Background: an optimization exercise with open tools, aiming at small area. Do not read the settings as production practice.
RTL that was checked went through simulation tests only; none was proved equivalent to the original.
Function not checked in run 3: the RTL went through the layout flow alone.

===== design/flow/design.v =====
module pool_writeback #(
    parameter int ADDR_W = 16,
    parameter int DEPTH  = 4
) (
    input  logic              clk,
    input  logic              rst,
    input  logic              start,
    input  logic              layer1,
    input  logic [15:0]       out_cols,
    input  logic [15:0]       out_rows,
    input  logic [ADDR_W-1:0] base_addr,
    input  logic              in_valid,
    input  logic [255:0]      in_data,
    input  logic              in_end,
    output logic              mem_we,
    output logic [ADDR_W-1:0] mem_addr,
    output logic [255:0]      mem_wdata,
    input  logic              mem_ready,
    output logic              busy,
    output logic              done,
    output logic              short_frame,
    output logic              overflow
);
    localparam int NB = DEPTH - 1;           
    localparam int CW = $clog2(DEPTH + 1);   
    typedef enum logic [1:0] {IDLE, RUN, DRAIN, DONE} state_t;
    state_t state, state_nxt;
    logic              cfg_l1;
    logic [15:0]       cfg_cols, acol, arow;
    logic              acc_done;
    logic [ADDR_W-1:0] addr;
    logic [CW-1:0]     cnt;
    logic [NB-1:0]     rd_oh, wr_oh;
    logic [255:0]      head;
    logic [255:0]      buf_q [NB];
    logic go, run, active, empty, full, pop, push, drop, last_xfer, drain_empty, end_hit;
    logic cnt_le1, cnt_eq1;
    logic head_in, head_buf, head_hold, buf_wr;
    logic arow_one;
    assign go      = (state == IDLE) && start;
    assign run     = (state == RUN);
    assign active  = (state == RUN) || (state == DRAIN);
    assign empty   = (cnt == '0);
    assign full    = (cnt == CW'(DEPTH));
    assign cnt_eq1 = (cnt == CW'(1));
    assign cnt_le1 = empty || cnt_eq1;
    assign mem_we      = active && !empty;
    assign pop         = mem_we && mem_ready;
    assign push        = run && in_valid && !acc_done && (!full || pop);
    assign drop        = run && in_valid && !push;
    assign last_xfer   = pop && acc_done && cnt_eq1;
    assign drain_empty = empty || (cnt_eq1 && pop);
    assign end_hit     = run && in_end && !last_xfer;
    assign head_in   = push && (empty || (cnt_eq1 && pop));
    assign head_buf  = pop && !cnt_le1;
    assign head_hold = !head_in && !head_buf;
    assign buf_wr    = push && !head_in;
    always_comb begin
        state_nxt = state;
        case (state)
            IDLE:  if (start) begin
                       if (out_cols == 16'd0 || out_rows == 16'd0) state_nxt = DONE;
                       else state_nxt = RUN;
                   end
            RUN:   if (last_xfer) state_nxt = DONE;
                   else if (in_end) state_nxt = DRAIN;
            DRAIN: if (drain_empty) state_nxt = DONE;
            DONE:  state_nxt = IDLE;
            default: state_nxt = IDLE;
        endcase
    end
    always_ff @(posedge clk or posedge rst) begin
        if (rst) begin
            state       <= IDLE;
            short_frame <= 1'b0;
            overflow    <= 1'b0;
        end else begin
            state <= state_nxt;
            if (go) begin
                short_frame <= 1'b0;
                overflow    <= 1'b0;
            end else begin
                if (drop)    overflow    <= 1'b1;
                if (end_hit) short_frame <= 1'b1;
            end
        end
    end
    logic [15:0] acol_inc;
    logic        row_end;
    assign acol_inc = acol + 16'd1;
    assign row_end  = (acol_inc == cfg_cols);
    assign arow_one = (arow == 16'd1);
    always_ff @(posedge clk) begin
        if (go) begin
            cfg_l1   <= layer1;
            cfg_cols <= out_cols;
            acol     <= '0;
            arow     <= out_rows;
            acc_done <= 1'b0;
            addr     <= base_addr;
            cnt      <= '0;
            rd_oh    <= NB'(1);
            wr_oh    <= NB'(1);
        end else begin
            if (push) begin
                if (row_end) begin
                    acol <= '0;
                    if (arow_one) acc_done <= 1'b1;
                    else          arow     <= arow - 16'd1;
                end else begin
                    acol <= acol_inc;
                end
            end
            if (pop) addr <= addr + 1'b1;
            cnt <= cnt + CW'(push) - CW'(pop);
            if (head_buf) rd_oh <= {rd_oh[NB-2:0], rd_oh[NB-1]};
            if (buf_wr)   wr_oh <= {wr_oh[NB-2:0], wr_oh[NB-1]};
        end
    end
    logic [255:0] head_d;
    logic [NB-1:0] sel_buf;
    logic [4:0]    sel_lo, sel_hi;
    assign sel_buf = {NB{head_buf}} & rd_oh;
    assign sel_lo  = {sel_buf, head_hold, head_in};
    assign sel_hi  = sel_lo & {5{cfg_l1}};
    pool_writeback_sel5 #(.W(128)) u_sel_lo (
        .sel(sel_lo), .d0(in_data[127:0]), .d1(head[127:0]),
        .d2(buf_q[0][127:0]), .d3(buf_q[1][127:0]), .d4(buf_q[2][127:0]),
        .y(head_d[127:0])
    );
    pool_writeback_sel5 #(.W(128)) u_sel_hi (
        .sel(sel_hi), .d0(in_data[255:128]), .d1(head[255:128]),
        .d2(buf_q[0][255:128]), .d3(buf_q[1][255:128]), .d4(buf_q[2][255:128]),
        .y(head_d[255:128])
    );
    always_ff @(posedge clk) head <= head_d;
    for (genvar k = 0; k < NB; k++) begin : g_buf
        logic         ld;
        logic [255:0] buf_d;
        assign ld = buf_wr && wr_oh[k];
        pool_writeback_sel2 #(.W(256)) u_sel (
            .sel({!ld, ld}), .d0(in_data), .d1(buf_q[k]), .y(buf_d)
        );
        always_ff @(posedge clk) buf_q[k] <= buf_d;
    end
    assign mem_addr  = addr;
    assign mem_wdata = head;
    assign busy      = (state != IDLE);
    assign done      = (state == DONE);
endmodule
module pool_writeback_sel5 #(
    parameter int W = 128
) (
    input  logic [4:0]   sel,
    input  logic [W-1:0] d0, d1, d2, d3, d4,
    output logic [W-1:0] y
);
    assign y = (d0 & {W{sel[0]}}) | (d1 & {W{sel[1]}}) | (d2 & {W{sel[2]}})
             | (d3 & {W{sel[3]}}) | (d4 & {W{sel[4]}});
endmodule
module pool_writeback_sel2 #(
    parameter int W = 256
) (
    input  logic [1:0]   sel,
    input  logic [W-1:0] d0, d1,
    output logic [W-1:0] y
);
    assign y = (d0 & {W{sel[0]}}) | (d1 & {W{sel[1]}});
endmodule

===== design/flow/run.sh =====
#!/bin/bash
# synth_recipe.tcl (not shown) runs the flow's synth.tcl, then flattens the netlist and writes it again
# the make line also repeats each setting of config.mk as NAME=value (left out here)
make -C /OpenROAD-flow-scripts/flow DESIGN_CONFIG=/design/flow/config.mk WORK_HOME=/design/flow/orfs CLKGATE_MAP_FILE= SYNTH_SCRIPT=/design/flow/synth_recipe.tcl finish

===== design/flow/config.mk =====
export PLATFORM = sky130hd
export DESIGN_NAME = pool_writeback
export DESIGN_NICKNAME = pool_writeback
export VERILOG_FILES = /design/flow/design.v
export SDC_FILE = /design/flow/constraint.sdc
export NUM_CORES = 4
export LEC_CHECK = 0
export CAP_MARGIN = 20
export CORE_MARGIN = 2
export CORE_UTILIZATION = 60
export CTS_BUF_LIST = sky130_fd_sc_hd__clkbuf_4
export CTS_CLUSTER_DIAMETER = 40
export CTS_CLUSTER_SIZE = 8
export SLEW_MARGIN = 20
export SYNTH_HIERARCHICAL = 1

===== design/flow/constraint.sdc =====
create_clock -name core_clock -period 10.0 [get_ports {clk}]
set_input_delay 2.0000 -clock core_clock [delete_from_list [all_inputs] [get_ports {clk}]]
set_output_delay 2.0000 -clock core_clock [all_outputs]
set_load 0.01 [all_outputs]

==> results.json, run 1 <==
{
  "status": "no timing/DRC/antenna violations",
  "final_area_sq_um": 46000,
  "crit_fanout": 144,
  "ioPinCount": 588,
  "dpl_cell_area_sq_um": 44300,
  "setup_ws_ps": 4830,
  "wirelength_um": 123000,
  "die_w_um": 261,
  "skew_ps": 65.2,
  "first_pass_iters": 7,
  "critPathMaxStageDelay_ps": 940,
  "die-area_sq_um": 67900,
  "hpwlAfterDp_um": 71300,
  "synth_commonest_cells": "1050 x dfxtp_1, 769 x a22o_1, 321 x nand2_1",
  "num-fill-cells": 4848,
  "start_util": 0.604,
  "syn_nets": 3647,
  "ys_ff_latch": 1103,
  "cts_inserted_buffers": 164,
  "cts.repair.resized": 0,
  "first_global_vias": 31900,
  "antenna_found_initial": 47,
  "synth_top_area_share": 0.532,
  "ant_nets": 0,
  "fin_cells": 4733,
  "placed_cells_incl_taps": 4475,
  "netlist_area_sq_um": 39500,
  "cts.clk_slew.worst_paths_ps": 100,
  "crit_required_ps": 10940,
  "cts_root_buf": "clkbuf_4",
  "grt_max_degree": 161,
  "cts_num_sinks": 1103,
  "synth_most_common_cell": "dfxtp_1",
  "vias_per_cell": 6.75,
  "async_reset_ff_frac": 0.00363,
  "max-cap-violations": 0,
  "path_cells": "clkdlybuf4s50_1 -> nand2_1 -> a31o_2 -> nor2_1 -> nand2_4 -> inv_8 -> buf_4 -> a22o_1",
  "worstMarginPinSlew_ps": 1200,
  "hp-class": "register to register",
  "min_period_ps": 5170,
  "pre_cts_slack_ps": 3860,
  "period_share": 0.517,
  "place_congestion": 0.855,
  "end_kind": "register",
  "chipHeight_um": 261,
  "drv_slew": 0,
  "area_growth_pct": 16.6,
  "gr-total-overflow": 0,
  "synth-edff-count": 49,
  "ys_warn_count": 9,
  "route.detailed.drc": 0,
  "io_buffers": 587,
  "grt_usage": 0.347,
  "final_util": 0.704,
  "synth_area_leaders": "dfxtp_1 53%, a22o_1 17%, a222oi_1 6.5%",
  "ff2ff_setup_slack_ps": 5400,
  "core_sq_um": 65400,
  "start_kind": "input pin",
  "slew-limit-headroom": 0.202,
  "timing.setup.tns_ps": 0,
  "postCtsSetupRepairBufs": 0,
  "layout.nets": 4099,
  "finalSetupViolCount": 0,
  "clk_latency_ps": 1040,
  "ys.flop_type": "dfxtp_1",
  "postCtsHoldBufs": 0,
  "synth_area_per_cell_sq_um": 11.9,
  "cp.arrival_ps": 6110,
  "hold_viol": 0,
  "h-tree-depth": 4,
  "yosysTopAreaCell": "dfxtp_1",
  "drtIter0Drc": 4182,
  "fmaxAchievable_mhz": 193,
  "ys_seq_area_frac": 0.572,
  "routedWlPerCell_um": 26.1,
  "hold-worst-slack_ps": 465,
  "drive_gt1_frac": 0.0678,
  "rsz0062_at_grt": "no",
  "cts_tree": "done",
  "rows": 94,
  "synthCells": 3325,
  "vias": 31900,
  "crit_slowest_cell": "inv_8",
  "path_class": "input pin to register",
  "yosysUniqueCellTypes": 59,
  "grt_pass1_wl_um": 185000,
  "clock_path_buffers": 3
}
cell usage in the layout, fill, tap and decap left out, types with 4 or more instances in the layout:
cell / instances
clkinv_2: 6
a22o_1: 769
diode_2: 37
mux2i_1: 5
o21ai_0: 30
nor2_1: 35
inv_2: 5
nand3_1: 13
nor2b_1: 5
and3_4: 4
dfxtp_1: 1050
xnor2_1: 37
buf_4: 22
a222oi_1: 256
bufinv_16: 4
a21oi_1: 7
ha_1: 10
a31oi_1: 4
and2_4: 4
clkdlybuf4s50_1: 587
clkbuf_4: 191
nand4_1: 10
inv_1: 12
xor2_1: 26
dfrtp_1: 4
nor4_1: 16
a22oi_1: 256
clkinv_1: 13
nor3_1: 26
nand2_1: 318
edfxtp_1: 49
cells by family after synthesis:
| family | Yosys count | share of synthesized area |
|---|---|---|
| AO/OA/AOI/OAI | 1341 | 0.294 |
| XOR/XNOR | 63 | 0.0140 |
| adder cells (fa/ha/maj) | 11 | 0.00368 |
| buffers and inverters | 342 | 0.0646 |
| flip-flops | 1103 | 0.572 |
| multiplexers | 6 | 0.00155 |
| AND/OR/NAND/NOR | 459 | 0.0501 |
area by class of cell:
class                      instances  area [sq um]  share of cell area
antenna                           37          92.6             0.00201
clock buffer                     191          1430              0.0312
clock inverter                    30           238             0.00517
inverter                          16          82.6             0.00179
multi-input combinational       1880         14400               0.313
sequential                      1103         22600               0.491
tap                              864          1080              0.0235
timing repair buffer             612          6100               0.133
layer usage:
layer | share of wire | vias to the layer above | GRT usage
li1 | - | 14100 | -
met1 | 0.39 | 15800 | 0.425
met2 | 0.46 | 1693 | 0.540
met3 | 0.098 | 335 | 0.108
met4 | 0.050 | 26 | 0.203
met5 | 0.0014 | - | 0
worst max-delay path: cells and delay by family:
kind | cells | cell delay [ps]
AOI/OAI and AO/OA | 2 | 650
buffers and inverters | 3 | 2270
and+or+nand+nor | 3 | 1110
registers in the layout, summed over array words and instances, names as in the netlist:
| signal | cells |
|---|---|
| cnt | 3 |
| acc_done | 1 |
| rd_oh | 3 |
| short_frame | 1 |
| buf_q | 768 |
| addr | 16 |
| head | 256 |
| state | 2 |
| cfg_l1 | 1 |
| acol | 16 |
| cfg_cols | 16 |
| arow | 16 |
| overflow | 1 |
| wr_oh | 3 |
final timing paths:
| kind | start | end | cells after the start |
|---|---|---|---|
| max | mem_ready | buf_q[0][211] | 8 |
| min | buf_q[2][104] | head[104] | 2 |
| max reg2reg | state[0] | buf_q[0][211] | 9 |
| min reg2reg | buf_q[2][104] | head[104] | 2 |
| max in group asynchronous | rst | short_frame | 2 |
| min in group asynchronous | rst | state[0] | 2 |
==> run 2, diff against run 1 <==
--- a/design/flow/design.v
+++ b/design/flow/design.v
@@ -86,31 +86,42 @@
         end
     end
-    logic [15:0] acol_inc;
-    logic        row_end;
-    assign acol_inc = acol + 16'd1;
-    assign row_end  = (acol_inc == cfg_cols);
-    assign arow_one = (arow == 16'd1);
+    logic [15:0] acol_inc, arow_dec, addr_inc;
+    logic        row_end, acol_step, arow_step;
+    assign acol_inc  = acol + 16'd1;
+    assign arow_dec  = arow - 16'd1;
+    assign addr_inc  = addr + 1'b1;
+    assign row_end   = (acol_inc == cfg_cols);
+    assign arow_one  = (arow == 16'd1);
+    assign acol_step = push && !row_end;
+    assign arow_step = push && row_end;
+    logic [15:0] cfg_cols_d, acol_d, arow_d;
+    logic [ADDR_W-1:0] addr_d;
+    pool_writeback_aomux #(.W(16), .N(2)) u_cols_d (
+        .sel({!go, go}), .d({cfg_cols, out_cols}), .y(cfg_cols_d)
+    );
+    pool_writeback_aomux #(.W(16), .N(2)) u_acol_d (
+        .sel({!go && !push, !go && acol_step}), .d({acol, acol_inc}), .y(acol_d)
+    );
+    pool_writeback_aomux #(.W(16), .N(3)) u_arow_d (
+        .sel({!go && !arow_step, !go && arow_step, go}), .d({arow, arow_dec, out_rows}), .y(arow_d)
+    );
+    pool_writeback_aomux #(.W(ADDR_W), .N(3)) u_addr_d (
+        .sel({!go && !pop, !go && pop, go}), .d({addr, addr_inc, base_addr}), .y(addr_d)
+    );
+    always_ff @(posedge clk) begin
+        cfg_cols <= cfg_cols_d;
+        acol     <= acol_d;
+        arow     <= arow_d;
+        addr     <= addr_d;
+    end
     always_ff @(posedge clk) begin
         if (go) begin
             cfg_l1   <= layer1;
-            cfg_cols <= out_cols;
-            acol     <= '0;
-            arow     <= out_rows;
             acc_done <= 1'b0;
-            addr     <= base_addr;
             cnt      <= '0;
             rd_oh    <= NB'(1);
             wr_oh    <= NB'(1);
         end else begin
-            if (push) begin
-                if (row_end) begin
-                    acol <= '0;
-                    if (arow_one) acc_done <= 1'b1;
-                    else          arow     <= arow - 16'd1;
-                end else begin
-                    acol <= acol_inc;
-                end
-            end
-            if (pop) addr <= addr + 1'b1;
+            if (arow_step && arow_one) acc_done <= 1'b1;
             cnt <= cnt + CW'(push) - CW'(pop);
             if (head_buf) rd_oh <= {rd_oh[NB-2:0], rd_oh[NB-1]};
@@ -168,2 +179,15 @@
     assign y = (d0 & {W{sel[0]}}) | (d1 & {W{sel[1]}});
 endmodule
+module pool_writeback_aomux #(
+    parameter int W = 16,
+    parameter int N = 2
+) (
+    input  logic [N-1:0]   sel,
+    input  logic [N*W-1:0] d,
+    output logic [W-1:0]   y
+);
+    always_comb begin
+        y = '0;
+        for (int k = 0; k < N; k++) y = y | (d[k*W +: W] & {W{sel[k]}});
+    end
+endmodule
==> design/flow/flow/run.sh (new file) <==
#!/bin/bash
# Own layout flow: the standard ORFS flow (standard synthesis unchanged),
# with two layout knobs changed:
#  * port buffers use the smallest buffer cell (buf_1) instead of the
#    resizer's default choice;
#  * clock tree built from small clock buffers, without dummy loads.
# Each tool's full output stays in orfs/logs/...; make's output in make.log.
set -euo pipefail
cd "$(dirname "$0")/.."
bash standard.sh \
  "BUFFER_PORTS_ARGS=-buffer_cell sky130_fd_sc_hd__buf_1" \
  "CTS_ARGS=-sink_clustering_enable -repair_clock_nets -dont_use_dummy_load -buf_list {sky130_fd_sc_hd__clkbuf_4} -sink_clustering_size 8 -sink_clustering_max_diameter 40" \
  finish > make.log 2>&1
==> design/flow/standard.sh (new file) <==
#!/bin/bash
# synth_recipe.tcl (not shown) runs the flow's synth.tcl, then flattens the netlist and writes it again
# the make line also repeats each setting of config.mk as NAME=value (left out here)
make -C /OpenROAD-flow-scripts/flow DESIGN_CONFIG=/design/flow/config.mk WORK_HOME=/design/flow/orfs CLKGATE_MAP_FILE= SYNTH_SCRIPT=/design/flow/synth_recipe.tcl "${@:-finish}"
--- a/design/flow/config.mk
+++ b/design/flow/config.mk
@@ -9,7 +9,4 @@
 export CORE_MARGIN = 2
 export CORE_UTILIZATION = 60
-export CTS_BUF_LIST = sky130_fd_sc_hd__clkbuf_4
-export CTS_CLUSTER_DIAMETER = 40
-export CTS_CLUSTER_SIZE = 8
 export SLEW_MARGIN = 20
 export SYNTH_HIERARCHICAL = 1
removed: design/flow/run.sh
==> run 2 against run 1 <==
Still clean; synthesized cell count up 0.90%; global-route usage down 1.4 points; sequential cell count unchanged; critical path depth up 2.
==> results.json, run 2 <==
{
  "path_class": "input pin to register",
  "chipHeight_um": 261,
  "grt_usage": 0.333,
  "rows": 94,
  "area_growth_pct": 5.85,
  "cts_root_buf": "clkbuf_4",
  "async_reset_ff_frac": 0.00363,
  "ys_warn_count": 11,
  "hp-start": "buf_q[2][11]",
  "drtIter0Drc": 4176,
  "grt_max_degree": 195,
  "core_sq_um": 65500,
  "first_pass_iters": 13,
  "worstMarginPinSlew_ps": 1180,
  "synth-edff-count": 1,
  "start_util": 0.603,
  "min_to": "head[11]",
  "die_w_um": 261,
  "slew-limit-headroom": 0.215,
  "ys_ff_latch": 1103,
  "num-fill-cells": 5310,
  "timing.setup.tns_ps": 0,
  "drive_gt1_frac": 0.0620,
  "status": "no timing/DRC/antenna violations",
  "cts.repair.resized": 0,
  "hp-class": "register to register",
  "end_kind": "register",
  "cts_num_sinks": 1103,
  "rsz0062_at_grt": "no",
  "postCtsSetupRepairBufs": 0,
  "start_kind": "input pin",
  "syn_nets": 3677,
  "synth_most_common_cell": "dfxtp_1",
  "layout.cells.most_common_list": "1098 x dfxtp_1, 788 x a22o_1, 587 x buf_1",
  "yosysUniqueCellTypes": 62,
  "crit_required_ps": 10900,
  "synth_commonest_cells": "1098 x dfxtp_1, 788 x a22o_1, 293 x nand2_1",
  "ys_seq_area_frac": 0.559,
  "cp.arrival_ps": 6540,
  "r2r_end": "buf_q[1][107]",
  "h-tree-depth": 4,
  "period_share": 0.564,
  "cts.clk_slew.worst_paths_ps": 90,
  "route.detailed.drc": 0,
  "clk_latency_ps": 980,
  "cts_inserted_buffers": 163,
  "cts_tree": "done",
  "wirelength_um": 119000,
  "synth_area_per_cell_sq_um": 11.8,
  "synth_top_area_share": 0.556,
  "netlist_area_sq_um": 39500,
  "hpwlAfterDp_um": 69800,
  "vias_per_cell": 6.83,
  "ff2ff_setup_slack_ps": 4610,
  "drv_slew": 0,
  "antenna_found_initial": 54,
  "layout.nets": 4128,
  "multiInputGateArea_sq_um": 14700,
  "io_buffers": 587,
  "max-cap-violations": 0,
  "largest_reg_flops": 768,
  "crit_fanout": 79,
  "first_global_vias": 31200,
  "hold_depth": 2,
  "synth_area_leaders": "dfxtp_1 56%, a22o_1 17%, a222oi_1 7.3%",
  "ys.flop_type": "dfxtp_1",
  "postCtsHoldBufs": 0,
  "die-area_sq_um": 67900,
  "clock_path_buffers": 3,
  "min_period_ps": 5640,
  "seqCellArea_sq_um": 22100,
  "yosysTopAreaCell": "dfxtp_1",
  "gr-total-overflow": 0,
  "synthCells": 3355,
  "grt_pass1_wl_um": 179000,
  "final_common_cell": "dfxtp_1",
  "fmaxAchievable_mhz": 177,
  "skew_ps": 55.0,
  "finalSetupViolCount": 0,
  "ioPinCount": 588,
  "ant_nets": 0,
  "hold_viol": 0,
  "r2r_start": "state[0]",
  "final_util": 0.639,
  "r2r_cells": 11,
  "routedWlPerCell_um": 25.4,
  "place_congestion": 0.882,
  "vias": 32100
}
run 2: cell count changes in the layout (fill, tap and decap cells not counted), moves of 28 or more:
cell | before | now
a222oi_1 | 256 | 288
buf_1 | 0 | 587
clkbuf_4 | 191 | 163
clkdlybuf4s50_1 | 587 | 0
dfxtp_1 | 1050 | 1098
edfxtp_1 | 49 | 1
inv_1 | 12 | 50
nand2_1 | 318 | 290
run 2: per-stage QoR:
stage / instances / worst slack, ps / hold slack [ps] / cell area (sq um)
floorplan: 3355 / 6150 / 432 / 39500
detailed placement: 4505 / 3450 / 452 / 40500
CTS: 4668 / 4530 / 442 / 41800
global placement: 4504 / 3480 / 444 / 40500
global route: 4694 / 4240 / 455 / 41800
finish: 4699 / 4360 / 442 / 41800
run 2: cell families (layout without fill, tap and decap cells):
kind of cell,after synthesis,after routing,synth area share
muxes,1,1,0.000253
and+or+nand+nor,413,413,0.0460
DFF,1103,1103,0.559
buffers and inverters,385,834,0.0711
xor gates and xnor gates,59,59,0.0134
other,0,31,0
adders and majority gates,12,12,0.00393
AOI/OAI and AO/OA,1382,1382,0.306
run 2: worst max-delay path, stage by stage:
cell and delay (ps):
buf_1 110, and2_1 210, nor3_1 210, a211oi_1 220
and2_1 290, nand2_4 580, buf_4 780, buf_4 930
buf_4 850, a22o_1 240
run 2: worst max-delay path by stage:
stage / cells after the start / start / endpoint / slack (ps)
2_1_floorplan: 8 / mem_ready / arow[8] / 6150
3_3_place_gp: 10 / mem_ready / buf_q[1][174] / 3480
3_5_place_dp: 10 / mem_ready / buf_q[1][173] / 3450
4_1_cts: 10 / mem_ready / buf_q[1][149] / 4530
5_1_grt: 10 / mem_ready / buf_q[1][148] / 4240
6_report: 10 / mem_ready / buf_q[1][107] / 4360
run 2: layout make-up:
cell class	count	share of cell area
flip-flops and latches	1103	0.529
multi-input cells	1867	0.351
repair buffers	617	0.0584
clock buffers	163	0.0292
well taps	864	0.0258
inverters	54	0.00544
diodes	31	0.00185
run 2: metal layers:
| layer | part of all wire | up-vias | GRT usage |
|---|---|---|---|
| li1 | - | 14200 | - |
| met1 | 0.39 | 15800 | 0.423 |
| met2 | 0.46 | 1666 | 0.505 |
| met3 | 0.10 | 315 | 0.108 |
| met4 | 0.045 | 48 | 0.181 |
| met5 | 0.0027 | - | 0 |
==> run 3, diff against run 2 <==
==> design/flow/design.v (replaced) <==
module pool_writeback #(
    parameter int ADDR_W = 16,
    parameter int DEPTH  = 4
) (
    input  logic              clk,
    input  logic              rst,
    input  logic              start,
    input  logic              layer1,
    input  logic [15:0]       out_cols,
    input  logic [15:0]       out_rows,
    input  logic [ADDR_W-1:0] base_addr,
    input  logic              in_valid,
    input  logic [255:0]      in_data,
    input  logic              in_end,
    output logic              mem_we,
    output logic [ADDR_W-1:0] mem_addr,
    output logic [255:0]      mem_wdata,
    input  logic              mem_ready,
    output logic              busy,
    output logic              done,
    output logic              short_frame,
    output logic              overflow
);
    localparam int PW = $clog2(DEPTH);
    typedef enum logic [1:0] {IDLE, RUN, DRAIN, DONE} state_t;
    state_t state, state_nxt;
    logic              cfg_l1;
    logic [15:0]       cfg_cols, cfg_rows;
    logic [ADDR_W-1:0] cfg_base;
    logic [31:0]       total, accepted, wr_count;
    logic [15:0]       col, row;
    logic [255:0]      fifo [DEPTH];
    logic [PW:0]       wr_ptr, rd_ptr, count;
    logic              empty, full;
    logic              active, pop, push, drop, last_xfer, drain_empty, end_hit;
    logic [255:0]      push_data;
    assign total     = 32'(cfg_rows) * 32'(cfg_cols);
    assign count     = wr_ptr - rd_ptr;
    assign empty     = (wr_ptr == rd_ptr);
    assign full      = (count == (PW+1)'(DEPTH));
    assign push_data = cfg_l1 ? in_data : {128'b0, in_data[127:0]};
    always_comb begin
        active      = (state == RUN) || (state == DRAIN);
        mem_we      = active && !empty;
        pop         = mem_we && mem_ready;
        push        = (state == RUN) && in_valid && (accepted < total) && (!full || pop);
        drop        = (state == RUN) && in_valid && !push;
        last_xfer   = pop && (col == cfg_cols - 16'd1) && (row == cfg_rows - 16'd1);
        drain_empty = empty || ((count == (PW+1)'(1)) && pop);
        end_hit     = (state == RUN) && in_end && !last_xfer;
    end
    always_comb begin
        state_nxt = state;
        case (state)
            IDLE:  if (start) state_nxt = (out_cols == 16'd0 || out_rows == 16'd0) ? DONE : RUN;
            RUN:   if (last_xfer) state_nxt = DONE;
                   else if (in_end) state_nxt = DRAIN;
            DRAIN: if (last_xfer || drain_empty) state_nxt = DONE;
            DONE:  state_nxt = IDLE;
            default: state_nxt = IDLE;
        endcase
    end
    always_ff @(posedge clk or posedge rst) begin
        if (rst) begin
            state       <= IDLE;
            cfg_l1      <= 1'b0;
            cfg_cols    <= '0;
            cfg_rows    <= '0;
            cfg_base    <= '0;
            accepted    <= '0;
            wr_count    <= '0;
            col         <= '0;
            row         <= '0;
            wr_ptr      <= '0;
            rd_ptr      <= '0;
            short_frame <= 1'b0;
            overflow    <= 1'b0;
        end else begin
            state <= state_nxt;
            if (state == IDLE && start) begin
                cfg_l1      <= layer1;
                cfg_cols    <= out_cols;
                cfg_rows    <= out_rows;
                cfg_base    <= base_addr;
                accepted    <= '0;
                wr_count    <= '0;
                col         <= '0;
                row         <= '0;
                wr_ptr      <= '0;
                rd_ptr      <= '0;
                short_frame <= 1'b0;
                overflow    <= 1'b0;
            end else begin
                if (push) begin
                    wr_ptr   <= wr_ptr + 1'b1;
                    accepted <= accepted + 32'd1;
                end
                if (pop) begin
                    rd_ptr   <= rd_ptr + 1'b1;
                    wr_count <= wr_count + 32'd1;
                    if (col == cfg_cols - 16'd1) begin
                        col <= '0;
                        row <= row + 16'd1;
                    end else begin
                        col <= col + 16'd1;
                    end
                end
                if (drop)    overflow    <= 1'b1;
                if (end_hit) short_frame <= 1'b1;
            end
        end
    end
    always_ff @(posedge clk) begin
        if (push) fifo[wr_ptr[PW-1:0]] <= push_data;
    end
    assign mem_addr  = cfg_base + ADDR_W'(wr_count);
    assign mem_wdata = mem_we ? fifo[rd_ptr[PW-1:0]] : '0;
    assign busy      = (state != IDLE);
    assign done      = (state == DONE);
endmodule
==> design/flow/run.sh (new file) <==
#!/bin/bash
# synth_recipe.tcl (not shown) runs the flow's synth.tcl, then flattens the netlist and writes it again
# the make line also repeats each setting of config.mk as NAME=value (left out here)
make -C /OpenROAD-flow-scripts/flow DESIGN_CONFIG=/design/flow/config.mk WORK_HOME=/design/flow/orfs CLKGATE_MAP_FILE= SYNTH_SCRIPT=/design/flow/synth_recipe.tcl finish
--- a/design/flow/config.mk
+++ b/design/flow/config.mk
@@ -8,5 +8,4 @@
 export CAP_MARGIN = 20
 export CORE_MARGIN = 2
-export CORE_UTILIZATION = 60
+export CORE_UTILIZATION = 40
 export SLEW_MARGIN = 20
-export SYNTH_HIERARCHICAL = 1
removed: design/flow/flow/run.sh
removed: design/flow/standard.sh
==> run 3 against run 2 <==
Cell count is 36% higher; first-iteration DRC count fell by 45%; routed wire length increased by 26%; die area up 110%; via count increased by 3.3%; non-clock buffer count is 44 higher.
==> results.json, run 3 <==
{
  "status": "no timing/DRC/antenna violations",
  "cts.clk_slew.worst_paths_ps": 60,
  "crit_fanout": 26,
  "postCtsHoldBufs": 0,
  "vias_per_cell": 5.18,
  "crit_top_cell": "fa_1",
  "gr-total-overflow": 0,
  "yosysUniqueCellTypes": 65,
  "yosysTopAreaCell": "edfxtp_1",
  "start_util": 0.402,
  "antenna_found_initial": 26,
  "clock_path_buffers": 3,
  "finalSetupViolCount": 0,
  "syn_nets": 4482,
  "crit_required_ps": 10330,
  "netlist_area_sq_um": 56700,
  "fmaxAchievable_mhz": 112,
  "ioPinCount": 588,
  "worstMarginPinSlew_ps": 1210,
  "largest_reg_flops": 1024,
  "async_reset_ff_frac": 0.120,
  "core_sq_um": 141000,
  "die_w_um": 381,
  "place_congestion": 0.908,
  "vias": 33100,
  "drtIter0Drc": 2309,
  "timing.setup.tns_ps": 0,
  "synth_top_area_share": 0.542,
  "crit_slowest_cell": "dfrtp_1",
  "postCtsSetupRepairBufs": 0,
  "start_kind": "register",
  "chipHeight_um": 381,
  "fin_cells": 6393,
  "critPathTopFamily": "adder cells",
  "first_global_vias": 34600,
  "end_kind": "register",
  "grt_usage": 0.207,
  "drive_gt1_frac": 0.120,
  "placed_cells_incl_taps": 6160,
  "route.detailed.drc": 0,
  "rows": 138,
  "die-area_sq_um": 145000,
  "cts.repair.resized": 0,
  "num-fill-cells": 12200,
  "critPathBufInv": 4,
  "rsz0062_at_grt": "no",
  "synth_area_leaders": "edfxtp_1 54%, mux4_2 10%, fa_1 6.9%",
  "slew-limit-headroom": 0.192,
  "grt_max_degree": 194,
  "ys_warn_count": 1,
  "path_class": "register to register",
  "grt_pass1_wl_um": 226000,
  "synth-edff-count": 1024,
  "min_period_ps": 8930,
  "seqCellArea_sq_um": 34200,
  "multiInputGateArea_sq_um": 20900,
  "synth-xor-area-share": 0.0182,
  "drv_slew": 0,
  "synth-compound-area-share": 0.0300,
  "ys_seq_area_frac": 0.603,
  "synthCells": 3807,
  "synth_most_common_cell": "edfxtp_1",
  "ys.flop_type": "edfxtp_1",
  "ant_nets": 0,
  "routedWlPerCell_um": 23.5,
  "synth_top_family_by_area": "simple AND/OR/NAND/NOR gates",
  "clk_latency_ps": 770,
  "io_buffers": 587,
  "max-cap-violations": 0,
  "hold_viol": 0,
  "synth_area_per_cell_sq_um": 14.9,
  "hp-class": "register to register",
  "cts_tree": "done",
  "period_share": 0.893,
  "final_util": 0.490,
  "cts_inserted_buffers": 121,
  "h-tree-depth": 3,
  "yosys.area_share.simple": 0.109,
  "final_common_cell": "edfxtp_1",
  "synthMuxAreaShare": 0.103,
  "cts_num_sinks": 1163,
  "wirelength_um": 150000,
  "critPathMaxStageDelay_ps": 830,
  "hpwlAfterDp_um": 104000,
  "first_pass_iters": 5,
  "layout.cells.most_common_list": "1024 x edfxtp_1, 587 x clkdlybuf4s50_1, 500 x and2_1",
  "ys_ff_latch": 1163,
  "synth-adder-area-share": 0.106,
  "cp.arrival_ps": 9260,
  "cts_root_buf": "clkbuf_16",
  "synth_commonest_cells": "1024 x edfxtp_1, 507 x and2_1, 361 x nand2_1",
  "skew_ps": 83.0,
  "area_growth_pct": 21.9,
  "layout.nets": 5068
}
==> run 3: worst paths after layout <==
check,startpoint,end,slack (ps),cells past startpoint
max,cfg_rows[6],fifo[1][108],1070,29
min,cfg_base[11],cfg_base[11],480,2
max reg2reg,cfg_rows[6],fifo[1][108],1070,29
min reg2reg,cfg_base[11],cfg_base[11],480,2
max in group asynchronous,rst,cfg_cols[13],6710,3
min in group asynchronous,rst,wr_ptr[1],1740,2
==> run 3: metal layers <==
metal	track usage	part of all wire
met1	0.277	0.42
met2	0.333	0.48
met3	0.0568	0.073
met4	0.0541	0.026
met5	0	0.0016
==> run 3: logic make-up (layout without fill, tap and decap cells) <==
kind of cell / after synthesis / after routing
buf+inv: 465 / 1152
flops: 1163 / 1163
fa+ha+maj: 364 / 364
compound gates: 263 / 263
simple gates: 1171 / 1171
other cells: 0 / 9
mux: 263 / 263
xor+xnor: 118 / 118
==> run 3: worst min-delay path, stage by stage (launching register included) <==
cell	delay (ps)
dfrtp_1	350
nand2_1	50
nand2_1	50
==> run 3: final cells by class <==
type / instances / share of cell area
Clock inverter: 80 / 0.00993
Inverter: 267 / 0.0146
Sequential cell: 1163 / 0.495
Timing Repair Buffer: 661 / 0.0979
Multi-Input combinational cell: 2179 / 0.302
Tap cell: 1890 / 0.0342
Antenna cell: 9 / 0.000326
Clock buffer: 144 / 0.0457
==> run 3: through the flow <==
stage	setup WS, ps	hold WS, ps	cell area, sq um
after floorplan	-1240	452	57100
after global placement	1160	467	65300
after detailed placement	1070	469	65300
after CTS	977	484	69100
after global routing	545	509	69100
final	1070	483	69100

-- separate check: timing with driven ports --
The results above use ideal ports. As a check the final layouts listed here were re-extracted and re-timed, cells and wires unchanged.
Step 1 assumes that a clkbuf_16 drives the clock port and a buf_2 every other input.
Step 2, shift: input delay + t, output delay - t, t = (earliest + latest rising clock arrival at the registers) / 2. This alone moves slack from input paths to output paths.
Three values: ideal ports, drivers, drivers and shift; two values: the first two.
run | shift t [ns] | slack for setup (ns) | hold slack, ns | latest minus earliest clock arrival (ns) | cell pins on the clock port's net
run 1 | 1.079 | 4.825 / 4.853 / 3.775 | 0.465 / 0.465 / 0.465 | 0.071 / 0.071 | 1
run 2 | 1.034 | 4.364 / 4.399 / 3.365 | 0.442 / 0.442 / 0.442 | 0.078 / 0.079 | 1
run 3 | 0.804 | 1.071 / 1.071 / 1.071 | 0.483 / 0.483 / 0.483 | 0.086 / 0.085 | 1
After both steps setup and hold are still met in every run listed. The setup slack of run 1, which loses most, moves by +0.028 ns with the drivers and by -1.050 ns with both steps.
